Source: an optimization exercise on an open RTL-to-GDS flow (aim: small area). Production flows keep margins and buffers that such runs may drop. In this exercise RTL edits were held to simulation tests only and were not proved equivalent to the original. Power figures rest on the tool's default switching activity, not on a simulated workload.

==> design.v <==
package w5500_pkg;
    typedef logic [7:0] byte_t;
    typedef logic [31:0] ip_addr_t;
    typedef logic [15:0] udp_port_t;
    typedef logic [15:0] buf_ptr_t;
    typedef logic [7:0] bit_cnt_t;
    localparam int payload_bits = 64;
    localparam int payload_bytes = payload_bits / 8;
    typedef logic [payload_bits-1:0] payload_t;
    localparam int cmd_frame_bits = 32;
    localparam int push_frame_bits = 24 + payload_bits;
    localparam int rx_frame_bits = 24 + 64 + payload_bits;
    localparam logic [31:0] msg_id = 32'h7469_7277;
    localparam logic [47:0] local_mac = 48'hAAAF_FACC_E31C;
    localparam ip_addr_t local_ip = {8'd192, 8'd168, 8'd10, 8'd193};
    localparam ip_addr_t gateway_ip = {8'd192, 8'd168, 8'd10, 8'd1};
    localparam ip_addr_t subnet_mask = {8'd255, 8'd255, 8'd255, 8'd0};
    localparam udp_port_t local_port = 16'd2390;
    localparam ip_addr_t default_peer_ip = {8'd192, 8'd168, 8'd10, 8'd2};
    localparam udp_port_t default_peer_port = 16'd2390;
    localparam int rx_poll_cycles = 10;
    localparam int unsigned timeout_cycles_default = 4_800_000;
    localparam int init_steps = 32;
    typedef struct packed {
        logic [15:0] addr;
        byte_t ctrl;
        byte_t data;
    } w5500_cmd_t;
    typedef struct packed {
        ip_addr_t ip;
        udp_port_t port;
    } peer_t;
    typedef enum logic [1:0] {cmd, push, pull} frame_kind_t;
    typedef enum logic [3:0] {
        seq_init, seq_status, seq_idle, seq_rsr, seq_pull, seq_rd_lo, seq_rd_hi,
        seq_recv, seq_dest, seq_push, seq_wr_lo, seq_wr_hi, seq_send
    } seq_state_t;
    localparam byte_t write_reg = 8'h04;
    localparam byte_t write_s0 = 8'h0C;
    localparam byte_t read_s0 = 8'h08;
    localparam byte_t tx_buf_write = 8'h14;
    localparam byte_t rx_buf_read = 8'h18;
    localparam logic [15:0] gar = 16'h0001;
    localparam logic [15:0] subr = 16'h0005;
    localparam logic [15:0] shar = 16'h0009;
    localparam logic [15:0] sipr = 16'h000F;
    localparam logic [15:0] phycfgr = 16'h002E;
    localparam logic [15:0] sn_mr = 16'h0000;
    localparam logic [15:0] sn_cr = 16'h0001;
    localparam logic [15:0] sn_sr = 16'h0003;
    localparam logic [15:0] sn_port = 16'h0004;
    localparam logic [15:0] sn_dipr = 16'h000C;
    localparam logic [15:0] sn_dport = 16'h0010;
    localparam logic [15:0] sn_rxbuf_size = 16'h001E;
    localparam logic [15:0] sn_txbuf_size = 16'h001F;
    localparam logic [15:0] sn_tx_wr = 16'h0024;
    localparam logic [15:0] sn_rx_rsr = 16'h0026;
    localparam logic [15:0] sn_rx_rd = 16'h0028;
    localparam byte_t phy_mode = 8'hD8;
    localparam byte_t sock_mode_udp = 8'h02;
    localparam byte_t buf_size_kb = 8'd16;
    localparam byte_t sock_udp_status = 8'h22;
    localparam byte_t cmd_open = 8'h01;
    localparam byte_t cmd_send = 8'h20;
    localparam byte_t cmd_recv = 8'h40;
endpackage
`timescale 1ns/10ps
module spi_frame_engine (
    input  logic                   clk,
    input  logic                   reset,
    input  logic                   start,
    input  w5500_pkg::frame_kind_t kind,
    input  w5500_pkg::w5500_cmd_t  cmd,
    input  w5500_pkg::payload_t    push_data,
    input  logic                   miso,
    output logic                   sck,
    output logic                   mosi,
    output logic                   ssel_n,
    output logic                   done,
    output w5500_pkg::byte_t       read_byte,
    output logic                   sample,
    output logic                   sample_bit
);
    logic active;
    w5500_pkg::frame_kind_t kind_q;
    w5500_pkg::bit_cnt_t bit_cnt;
    w5500_pkg::bit_cnt_t frame_len;
    logic [w5500_pkg::push_frame_bits-1:0] tx_shift;
    assign mosi = tx_shift[w5500_pkg::push_frame_bits-1];
    always_ff @(posedge clk) begin
        done <= 1'b0;
        sample <= 1'b0;
        if (reset) begin
            active <= 1'b0;
            sck <= 1'b0;
            ssel_n <= 1'b1;
            bit_cnt <= '0;
            tx_shift <= '0;
        end else if (start && !active) begin
            active <= 1'b1;
            ssel_n <= 1'b0;
            sck <= 1'b0;
            bit_cnt <= '0;
            kind_q <= kind;
            case (kind)
                w5500_pkg::push: begin
                    tx_shift <= {cmd.addr, cmd.ctrl, push_data};
                    frame_len <= w5500_pkg::bit_cnt_t'(w5500_pkg::push_frame_bits);
                end
                w5500_pkg::pull: begin
                    tx_shift <= {cmd.addr, cmd.ctrl, w5500_pkg::payload_t'(0)};
                    frame_len <= w5500_pkg::bit_cnt_t'(w5500_pkg::rx_frame_bits);
                end
                default: begin
                    tx_shift <= {cmd, {(w5500_pkg::push_frame_bits - w5500_pkg::cmd_frame_bits){1'b0}}};
                    frame_len <= w5500_pkg::bit_cnt_t'(w5500_pkg::cmd_frame_bits);
                end
            endcase
        end else if (active) begin
            if (bit_cnt == frame_len) begin
                active <= 1'b0;
                ssel_n <= 1'b1;
                done <= 1'b1;
            end else if (!sck) begin
                sck <= 1'b1;
                sample <= (kind_q == w5500_pkg::pull);
                sample_bit <= miso;
                if (kind_q == w5500_pkg::cmd) begin
                    read_byte <= {read_byte[6:0], miso};
                end
            end else begin
                sck <= 1'b0;
                bit_cnt <= bit_cnt + 8'd1;
                tx_shift <= {tx_shift[w5500_pkg::push_frame_bits-2:0], 1'b0};
            end
        end
    end
endmodule
`timescale 1ns/10ps
module w5500_init_rom (
    input  logic [4:0]            step,
    output w5500_pkg::w5500_cmd_t cmd
);
    always_comb begin
        case (step)
            5'd0: cmd = {w5500_pkg::phycfgr, w5500_pkg::write_reg, w5500_pkg::phy_mode};
            5'd1, 5'd2, 5'd3, 5'd4, 5'd5, 5'd6:
                cmd = {w5500_pkg::shar + 16'(step - 5'd1), w5500_pkg::write_reg, w5500_pkg::local_mac[8 * (7 - step) - 1 -: 8]};
            5'd7, 5'd8, 5'd9, 5'd10:
                cmd = {w5500_pkg::sipr + 16'(step - 5'd7), w5500_pkg::write_reg, w5500_pkg::local_ip[8 * (11 - step) - 1 -: 8]};
            5'd11, 5'd12, 5'd13, 5'd14:
                cmd = {w5500_pkg::gar + 16'(step - 5'd11), w5500_pkg::write_reg, w5500_pkg::gateway_ip[8 * (15 - step) - 1 -: 8]};
            5'd15, 5'd16, 5'd17, 5'd18:
                cmd = {w5500_pkg::subr + 16'(step - 5'd15), w5500_pkg::write_reg, w5500_pkg::subnet_mask[8 * (19 - step) - 1 -: 8]};
            5'd19: cmd = {w5500_pkg::sn_mr, w5500_pkg::write_s0, w5500_pkg::sock_mode_udp};
            5'd20: cmd = {w5500_pkg::sn_rxbuf_size, w5500_pkg::write_s0, w5500_pkg::buf_size_kb};
            5'd21: cmd = {w5500_pkg::sn_txbuf_size, w5500_pkg::write_s0, w5500_pkg::buf_size_kb};
            5'd22: cmd = {w5500_pkg::sn_port, w5500_pkg::write_s0, w5500_pkg::local_port[15:8]};
            5'd23: cmd = {w5500_pkg::sn_port + 16'd1, w5500_pkg::write_s0, w5500_pkg::local_port[7:0]};
            5'd24: cmd = {w5500_pkg::sn_cr, w5500_pkg::write_s0, w5500_pkg::cmd_open};
            5'd25, 5'd26, 5'd27, 5'd28:
                cmd = {w5500_pkg::sn_dipr + 16'(step - 5'd25), w5500_pkg::write_s0,
                       w5500_pkg::default_peer_ip[8 * (29 - step) - 1 -: 8]};
            5'd29: cmd = {w5500_pkg::sn_dport, w5500_pkg::write_s0, w5500_pkg::default_peer_port[15:8]};
            5'd30: cmd = {w5500_pkg::sn_dport + 16'd1, w5500_pkg::write_s0, w5500_pkg::default_peer_port[7:0]};
            default: cmd = {w5500_pkg::sn_sr, w5500_pkg::read_s0, 8'h00};
        endcase
    end
endmodule
`timescale 1ns/10ps
module udp_rx_decoder (
    input  logic                clk,
    input  logic                reset,
    input  logic                sample,
    input  logic                sample_bit,
    input  logic                commit,
    output w5500_pkg::peer_t    peer,
    output w5500_pkg::payload_t rx_data
);
    logic [w5500_pkg::rx_frame_bits-1:0] frame;
    w5500_pkg::payload_t frame_payload;
    assign frame_payload = frame[w5500_pkg::payload_bits-1:0];
    always_ff @(posedge clk) begin
        if (sample) begin
            frame <= {frame[w5500_pkg::rx_frame_bits-2:0], sample_bit};
        end
    end
    always_ff @(posedge clk) begin
        if (reset) begin
            peer <= {w5500_pkg::default_peer_ip, w5500_pkg::default_peer_port};
            rx_data <= '0;
        end else if (commit && frame_payload[w5500_pkg::payload_bits-1 -: 32] == w5500_pkg::msg_id) begin
            peer.ip <= frame[w5500_pkg::payload_bits + 63 -: 32];
            peer.port <= frame[w5500_pkg::payload_bits + 31 -: 16];
            rx_data <= frame_payload;
        end
    end
endmodule
`timescale 1ns/10ps
module w5500_sequencer (
    input  logic                   clk,
    input  logic                   reset,
    input  logic                   done,
    input  w5500_pkg::byte_t       read_byte,
    input  w5500_pkg::w5500_cmd_t  init_cmd,
    input  w5500_pkg::peer_t       peer,
    input  logic                   tx_request,
    input  w5500_pkg::payload_t    tx_data,
    output logic                   start,
    output w5500_pkg::frame_kind_t kind,
    output w5500_pkg::w5500_cmd_t  cmd,
    output w5500_pkg::payload_t    push_data,
    output logic [4:0]             step,
    output logic                   commit,
    output logic                   rx_accepted,
    output logic                   tx_taken
);
    w5500_pkg::seq_state_t state;
    logic waiting;
    logic [3:0] poll_cnt;
    logic [2:0] dest_idx;
    logic good_len;
    logic size_ok;
    w5500_pkg::byte_t rx_size;
    w5500_pkg::buf_ptr_t rd_ptr;
    w5500_pkg::buf_ptr_t wr_ptr;
    w5500_pkg::buf_ptr_t rd_next;
    w5500_pkg::buf_ptr_t wr_next;
    assign size_ok = (read_byte == w5500_pkg::byte_t'(w5500_pkg::payload_bytes + 8));
    assign rd_next = rd_ptr + w5500_pkg::buf_ptr_t'(rx_size);
    assign wr_next = wr_ptr + w5500_pkg::buf_ptr_t'(w5500_pkg::payload_bytes);
    always_ff @(posedge clk) begin
        start <= 1'b0;
        commit <= 1'b0;
        rx_accepted <= 1'b0;
        tx_taken <= 1'b0;
        if (reset) begin
            state <= w5500_pkg::seq_init;
            waiting <= 1'b0;
            step <= '0;
            poll_cnt <= '0;
            dest_idx <= '0;
            good_len <= 1'b0;
            rd_ptr <= '0;
            wr_ptr <= '0;
        end else if (waiting) begin
            if (done) begin
                waiting <= 1'b0;
                case (state)
                    w5500_pkg::seq_init: begin
                        step <= step + 5'd1;
                        if (step == 5'(w5500_pkg::init_steps - 1)) begin
                            state <= (read_byte == w5500_pkg::sock_udp_status) ? w5500_pkg::seq_idle : w5500_pkg::seq_status;
                        end
                    end
                    w5500_pkg::seq_status: begin
                        if (read_byte == w5500_pkg::sock_udp_status) begin
                            state <= w5500_pkg::seq_idle;
                        end
                    end
                    w5500_pkg::seq_rsr: begin
                        rx_size <= read_byte;
                        good_len <= size_ok;
                        if (read_byte == 8'd0) begin
                            state <= w5500_pkg::seq_idle;
                        end else begin
                            state <= size_ok ? w5500_pkg::seq_pull : w5500_pkg::seq_rd_lo;
                        end
                    end
                    w5500_pkg::seq_pull: begin
                        commit <= 1'b1;
                        state <= w5500_pkg::seq_rd_lo;
                    end
                    w5500_pkg::seq_rd_lo: state <= w5500_pkg::seq_rd_hi;
                    w5500_pkg::seq_rd_hi: state <= w5500_pkg::seq_recv;
                    w5500_pkg::seq_recv: begin
                        rd_ptr <= rd_next;
                        dest_idx <= '0;
                        state <= good_len ? w5500_pkg::seq_dest : w5500_pkg::seq_idle;
                    end
                    w5500_pkg::seq_dest: begin
                        if (dest_idx == 3'd5) begin
                            rx_accepted <= 1'b1;
                            state <= w5500_pkg::seq_idle;
                        end else begin
                            dest_idx <= dest_idx + 3'd1;
                        end
                    end
                    w5500_pkg::seq_push: state <= w5500_pkg::seq_wr_lo;
                    w5500_pkg::seq_wr_lo: state <= w5500_pkg::seq_wr_hi;
                    w5500_pkg::seq_wr_hi: state <= w5500_pkg::seq_send;
                    default: begin
                        wr_ptr <= wr_next;
                        tx_taken <= 1'b1;
                        state <= w5500_pkg::seq_idle;
                    end
                endcase
            end
        end else if (state == w5500_pkg::seq_idle) begin
            if (tx_request && !tx_taken) begin
                state <= w5500_pkg::seq_push;
            end else if (poll_cnt == 4'(w5500_pkg::rx_poll_cycles)) begin
                poll_cnt <= '0;
                state <= w5500_pkg::seq_rsr;
            end else begin
                poll_cnt <= poll_cnt + 4'd1;
            end
        end else begin
            start <= 1'b1;
            waiting <= 1'b1;
            kind <= w5500_pkg::cmd;
            case (state)
                w5500_pkg::seq_init: cmd <= init_cmd;
                w5500_pkg::seq_status: cmd <= {w5500_pkg::sn_sr, w5500_pkg::read_s0, 8'h00};
                w5500_pkg::seq_rsr: cmd <= {w5500_pkg::sn_rx_rsr + 16'd1, w5500_pkg::read_s0, 8'h00};
                w5500_pkg::seq_pull: begin
                    kind <= w5500_pkg::pull;
                    cmd <= {rd_ptr, w5500_pkg::rx_buf_read, 8'h00};
                end
                w5500_pkg::seq_rd_lo: cmd <= {w5500_pkg::sn_rx_rd + 16'd1, w5500_pkg::write_s0, rd_next[7:0]};
                w5500_pkg::seq_rd_hi: cmd <= {w5500_pkg::sn_rx_rd, w5500_pkg::write_s0, rd_next[15:8]};
                w5500_pkg::seq_recv: cmd <= {w5500_pkg::sn_cr, w5500_pkg::write_s0, w5500_pkg::cmd_recv};
                w5500_pkg::seq_dest: cmd <= {w5500_pkg::sn_dipr + 16'(dest_idx), w5500_pkg::write_s0, peer[8 * (5 - dest_idx) +: 8]};
                w5500_pkg::seq_push: begin
                    kind <= w5500_pkg::push;
                    cmd <= {wr_ptr, w5500_pkg::tx_buf_write, 8'h00};
                    push_data <= tx_data;
                end
                w5500_pkg::seq_wr_lo: cmd <= {w5500_pkg::sn_tx_wr + 16'd1, w5500_pkg::write_s0, wr_next[7:0]};
                w5500_pkg::seq_wr_hi: cmd <= {w5500_pkg::sn_tx_wr, w5500_pkg::write_s0, wr_next[15:8]};
                default: cmd <= {w5500_pkg::sn_cr, w5500_pkg::write_s0, w5500_pkg::cmd_send};
            endcase
        end
    end
endmodule
`timescale 1ns/10ps
module echo_control #(
    parameter int unsigned timeout_cycles = w5500_pkg::timeout_cycles_default
) (
    input  logic clk,
    input  logic reset,
    input  logic rx_accepted,
    input  logic tx_taken,
    output logic tx_request,
    output logic pkg_timeout
);
    logic [31:0] watchdog_cnt;
    always_ff @(posedge clk) begin
        if (reset) begin
            watchdog_cnt <= '0;
            pkg_timeout <= 1'b0;
        end else if (rx_accepted) begin
            watchdog_cnt <= '0;
            pkg_timeout <= 1'b0;
        end else if (watchdog_cnt == timeout_cycles) begin
            pkg_timeout <= 1'b1;
        end else begin
            watchdog_cnt <= watchdog_cnt + 32'd1;
        end
    end
    always_ff @(posedge clk) begin
        if (reset) begin
            tx_request <= 1'b0;
        end else if (rx_accepted) begin
            tx_request <= 1'b1;
        end else if (tx_taken) begin
            tx_request <= 1'b0;
        end
    end
endmodule
`timescale 1ns/10ps
module udp_echo_top #(
    parameter int unsigned timeout_cycles = w5500_pkg::timeout_cycles_default
) (
    input  logic                clk,
    input  logic                reset,
    input  logic                miso,
    output logic                sck,
    output logic                mosi,
    output logic                ssel_n,
    input  w5500_pkg::payload_t tx_data,
    output w5500_pkg::payload_t rx_data,
    output logic                pkg_timeout
);
    logic start;
    logic done;
    logic sample;
    logic sample_bit;
    logic commit;
    logic rx_accepted;
    logic tx_request;
    logic tx_taken;
    logic [4:0] step;
    w5500_pkg::frame_kind_t kind;
    w5500_pkg::w5500_cmd_t frame_cmd;
    w5500_pkg::w5500_cmd_t init_cmd;
    w5500_pkg::payload_t push_data;
    w5500_pkg::byte_t read_byte;
    w5500_pkg::peer_t peer;
    spi_frame_engine engine (
        .clk, .reset, .start, .kind, .cmd(frame_cmd), .push_data, .miso,
        .sck, .mosi, .ssel_n, .done, .read_byte, .sample, .sample_bit
    );
    w5500_init_rom init_rom (.step, .cmd(init_cmd));
    udp_rx_decoder decoder (
        .clk, .reset, .sample, .sample_bit, .commit, .peer, .rx_data
    );
    w5500_sequencer sequencer (
        .clk, .reset, .done, .read_byte, .init_cmd, .peer, .tx_request, .tx_data,
        .start, .kind, .cmd(frame_cmd), .push_data, .step, .commit, .rx_accepted, .tx_taken
    );
    echo_control #(.timeout_cycles(timeout_cycles)) echo (
        .clk, .reset, .rx_accepted, .tx_taken, .tx_request, .pkg_timeout
    );
endmodule
==> run.sh <==
#!/bin/bash
# synth_recipe.tcl (not shown) runs the flow's synth.tcl, then flattens the netlist and writes it again
# the make line also repeats each setting of config.mk as NAME=value (left out here)
make -C /OpenROAD-flow-scripts/flow DESIGN_CONFIG=/design/flow/config.mk WORK_HOME=/design/flow/orfs CLKGATE_MAP_FILE= SYNTH_SCRIPT=/design/flow/synth_recipe.tcl finish
==> config.mk <==
export PLATFORM = sky130hd
export DESIGN_NAME = udp_echo_top
export DESIGN_NICKNAME = udp_echo_top
export VERILOG_FILES = /design/flow/design.v
export SDC_FILE = /design/flow/constraint.sdc
export NUM_CORES = 4
export LEC_CHECK = 0
export CAP_MARGIN = 20
export CORE_MARGIN = 2
export CORE_UTILIZATION = 40
export SLEW_MARGIN = 20
==> constraint.sdc <==
create_clock -name core_clock -period 5.0 [get_ports {clk}]
set_input_delay 1.0000 -clock core_clock [delete_from_list [all_inputs] [get_ports {clk}]]
set_output_delay 1.0000 -clock core_clock [all_outputs]
set_load 0.01 [all_outputs]
==> notes.md <==
==> flip-flops by register name (all words and copies together) (netlist names), 5 cells and up <==
name and cells:
decoder.frame 128, decoder.peer 48, decoder.rx_data 64, echo.watchdog_cnt 32
engine.bit_cnt 8, engine.read_byte 8, engine.tx_shift 88, sequencer.cmd 27
sequencer.push_data 64, sequencer.rd_ptr 16, sequencer.rx_size 8, sequencer.step 5
sequencer.wr_ptr 13
==> routing by layer <==
layer  track usage  vias to the layer above
met5             0                        -
met4       0.06166                        0
met3       0.03638                       91
met2        0.3070                      477
met1        0.2696                     8482
li1              -                     8557
==> metrics by stage <==
| step | power (mW) | cell area, um2 | instances | setup slack, ps |
|---|---|---|---|---|
| 6_report | 9.226 | 27440 | 3230 | 1352 |
| 5_1_grt | 9.562 | 27440 | 3230 | 960.8 |
| 4_1_cts | 9.351 | 27430 | 3230 | 1354 |
| 3_5_place_dp | 5.055 | 25520 | 3120 | 1388 |
| 3_3_place_gp | 5.049 | 25520 | 3120 | 1489 |
| 2_1_floorplan | 4.945 | 23530 | 2345 | 358.2 |
==> Yosys cell counts (7+ instances only) <==
cell type,n,area [um2]
inv_1,36,135.1
edfxtp_1,244,7327
nand4_1,10,62.56
o31ai_1,8,60.06
mux4_2,8,180.2
clkbuf_1,133,499.2
a311oi_1,84,735.7
a222oi_1,10,100.1
nor2_1,181,679.4
a31oi_1,16,100.1
nor3_1,30,150.1
xnor2_1,54,473.0
o22ai_1,11,68.82
a221oi_1,16,140.1
o211ai_1,11,82.58
and2_1,29,181.4
nor4_1,7,43.79
xor2_1,40,350.3
and4_1,8,70.07
nand3b_1,18,135.1
a21o_1,7,52.55
a22oi_1,17,127.6
dfxtp_1,298,5966
o21ai_0,73,365.4
mux2i_1,11,110.1
or3_1,23,143.9
nor2b_1,12,75.07
ha_1,66,825.8
nand3_1,51,255.2
nand2b_1,20,125.1
and3_1,18,112.6
a21oi_1,217,1086
buf_1,10,37.54
nand2_1,461,1730
==> where the power goes <==
group / total [mW] / internal [mW] / switching (mW) / leakage [nW]
combinational: 0.252 / 0.105 / 0.146 / 3.69
sequential: 4.71 / 4.67 / 0.0370 / 4.34
clock: 4.27 / 2.48 / 1.79 / 0.940
==> how the worst max path moves through the flow <==
| stage | startpoint | end | slack (ps) | depth (start not counted) |
|---|---|---|---|---|
| after floorplan | reset | sequencer.push_data[0]$_DFFE_PP_ | 360 | 3 |
| after global placement | sequencer.step[1]$_SDFFE_PP0P_ | sequencer.cmd[29]$_DFFE_PP_ | 1490 | 12 |
| after detailed placement | sequencer.step[1]$_SDFFE_PP0P_ | sequencer.cmd[29]$_DFFE_PP_ | 1390 | 12 |
| after CTS | sequencer.step[1]$_SDFFE_PP0P_ | sequencer.cmd[29]$_DFFE_PP_ | 1350 | 12 |
| after global routing | sequencer.step[1]$_SDFFE_PP0P_ | sequencer.cmd[29]$_DFFE_PP_ | 960 | 12 |
| final | sequencer.step[1]$_SDFFE_PP0P_ | sequencer.cmd[29]$_DFFE_PP_ | 1350 | 12 |
==> cells in the final DEF, fill, tap and decap left out, drive strengths merged, types with 6 or more instances in the layout <==
| cell | synthesis | layout |
|---|---|---|
| xor2 | 40 | 40 |
| and2 | 30 | 30 |
| o31ai | 8 | 8 |
| a22oi | 17 | 17 |
| nand4 | 10 | 10 |
| mux2i | 11 | 11 |
| clkbuf | 133 | 84 |
| a222oi | 10 | 10 |
| a21o | 7 | 7 |
| nand2b | 21 | 21 |
| o21a | 6 | 6 |
| ha | 66 | 66 |
| o21ai | 78 | 78 |
| a31oi | 17 | 17 |
| o22ai | 11 | 11 |
| nand3 | 51 | 51 |
| nor4 | 8 | 8 |
| nor2 | 181 | 181 |
| a211oi | 7 | 7 |
| nor3 | 30 | 30 |
| and4 | 8 | 8 |
| buf | 17 | 27 |
| mux4 | 8 | 8 |
| or3 | 24 | 24 |
| a21oi | 217 | 217 |
| nand3b | 18 | 18 |
| edfxtp | 244 | 244 |
| dfxtp | 298 | 298 |
| clkinv | 2 | 19 |
| o211ai | 11 | 11 |
| a311oi | 84 | 84 |
| xnor2 | 54 | 54 |
| nor2b | 13 | 13 |
| a221oi | 16 | 16 |
| clkdlybuf4s50 | 0 | 133 |
| and3 | 18 | 18 |
| inv | 37 | 42 |
| nand2 | 461 | 461 |
==> cells by family after synthesis <==
logic type	Yosys count	synth area share
adders and majority gates	67	0.03595
and+or+nand+nor	899	0.1722
buffers and inverters	189	0.03116
DFF	542	0.5650
AOI/OAI and AO/OA	535	0.1483
xor gates and xnor gates	94	0.03499
muxes	19	0.01234
==> worst max-delay path, stage by stage (launching register included) <==
cell and delay (ps):
dfxtp_1 540, inv_1 240, ha_1 270, a21boi_0 150
xnor2_1 390, inv_1 170, a21boi_0 480, inv_1 90
ha_1 220, a222oi_1 330, o21ai_0 160, a222oi_1 240
nor2_1 80
==> final cells by class <==
class / count / area, um2
Clock buffer: 84 / 1660
Multi-Input combinational cell: 1614 / 9589
Sequential cell: 542 / 13300
Timing Repair Buffer: 160 / 1538
Inverter: 39 / 146.4
Tap cell: 765 / 957.2
Fill cell: 5399 / 30480
Clock inverter: 26 / 252.7
==> impl_metrics.tcl <==
set metrics [dict create \
    core_um2 57920 \
    avgSynthCellArea_um2 10.03 \
    vias 17610 \
    row_count 88 \
    nNetsFinal 2549 \
    synth_cells 2345 \
    ff2ff_setup_slack_ps 1350 \
    fin_skew_ps 18.17 \
    io_pins 135 \
    antenna_found_initial 0 \
    final_util 0.4738 \
    cts_made_buffers 58 \
    setup_tns_ps 0 \
    drive_gt1_frac 0.06045 \
    antenna_left 0 \
    wl_met2_um 27140 \
    max_freq_ghz 0.2742 \
    worst_pin_slew_ps 1062 \
    hold_path_startpoint "decoder.frame[64]$_DFFE_PP_" \
    cts-root-buf "clkbuf_16" \
    syn-cell-area_um2 23530 \
    die-area_um2 60770 \
    synth_cell_types 83 \
    synth-edff-count 244 \
    grtUsageTotal 0.1946 \
    die_y_um 246.5 \
    crit_path_end_kind "register" \
    setup_violations 0 \
    initial_core_util 0.4062 \
    wl_per_cell_um 18.60 \
    area_growth_pct 16.63 \
    hold_depth 0 \
    clock-sinks 542 \
    routed_via_density 5.451 \
    cts_buffer_depth 3 \
    clk_pin_slew_ps 60 \
    finalWirelength_um 60070 \
    powerDensity_nw_per_um2 336.2 \
    drc 0 \
    hold_ws_ps 417.2 \
    slew_headroom 0.2865 \
    finalCritPeriodShare 0.7295 \
    finalHoldViolCount 0 \
    drt_iter0_drc 1284 \
    synth-seq-cells 542 \
    worstPathRequired_ps 5330 \
    leakagePower_nw 8.960 \
    htree_levels 2 \
    grt_max_degree 98 \
    insertion_delay_ps 620 \
    gp_congestion 0.8626 \
    cts_tree "built" \
    slew_violations 0 \
    fp.dieW_um 246.5 \
    fin_crit_ps 3648 \
    rsz0062_at_grt "no" \
    numPortBuffers 134 \
    ir_worst_vdd_v 0.0003326 \
    ys_warn_count 5 \
    worstReg2RegStart "sequencer.step[1]$_SDFFE_PP0P_" \
    async_flop_share 0 \
    grt_overflow 0 \
    crit_path_max_fanout 10 \
    drv_cap 0 \
    top_layer "met4" \
    ys.flop_type "dfxtp_1" \
    wl_met3_um 3394 \
    worstPathArrival_ps 3980 \
    hold_buffers 0 \
    ys_seq_area_frac 0.5650 \
    hold_path_class "reg2reg" \
    critPathKind "reg2reg" \
    dp_hpwl_um 39840 \
    setup.worst_path.start_class "register" \
    syn_nets 2479 \
    reg2reg_depth 12 \
    num_antenna_cells 0 \
    drt_first_pass_iters 8 \
    hold-path-endpoint "decoder.frame[65]$_DFFE_PP_" \
    ctsResizeCount 0 \
    r2r_end "sequencer.cmd[29]$_DFFE_PP_" \
    met1_length_um 27980 \
    grt_first_pass_wirelength_um 94740 \
    cts_post_setup_buffers_inserted 0 \
    grt_pass1_vias 17030 \
    outcome "timing/DRC/antenna clean" \
]

[afterwards: timing with drivers on the ports]
The flow's constraints put no driver on any port. The routed layout listed below was extracted and timed again, unchanged, in two steps. Step 1, drivers: a clkbuf_16 drives clk and a buf_2 each remaining input, both assumed. Step 2 times the ports against the registers' clock, not the clock port: input delays grow and output delays shrink by t, the midpoint of the rising clock arrivals with the driver on. a / b / c = ideal / step 1 / step 2; a / b = the first two.
shift t [ns]: 0.677
slack for setup (ns): 1.352 / 1.352 / 1.352
worst setup path after step 2: register to register
latest minus earliest clock arrival (ns): 0.019 / 0.020
After both steps this run still meets setup and hold. The setup slack of this run moves by 0.000 ns with the drivers and by 0.000 ns with both steps.
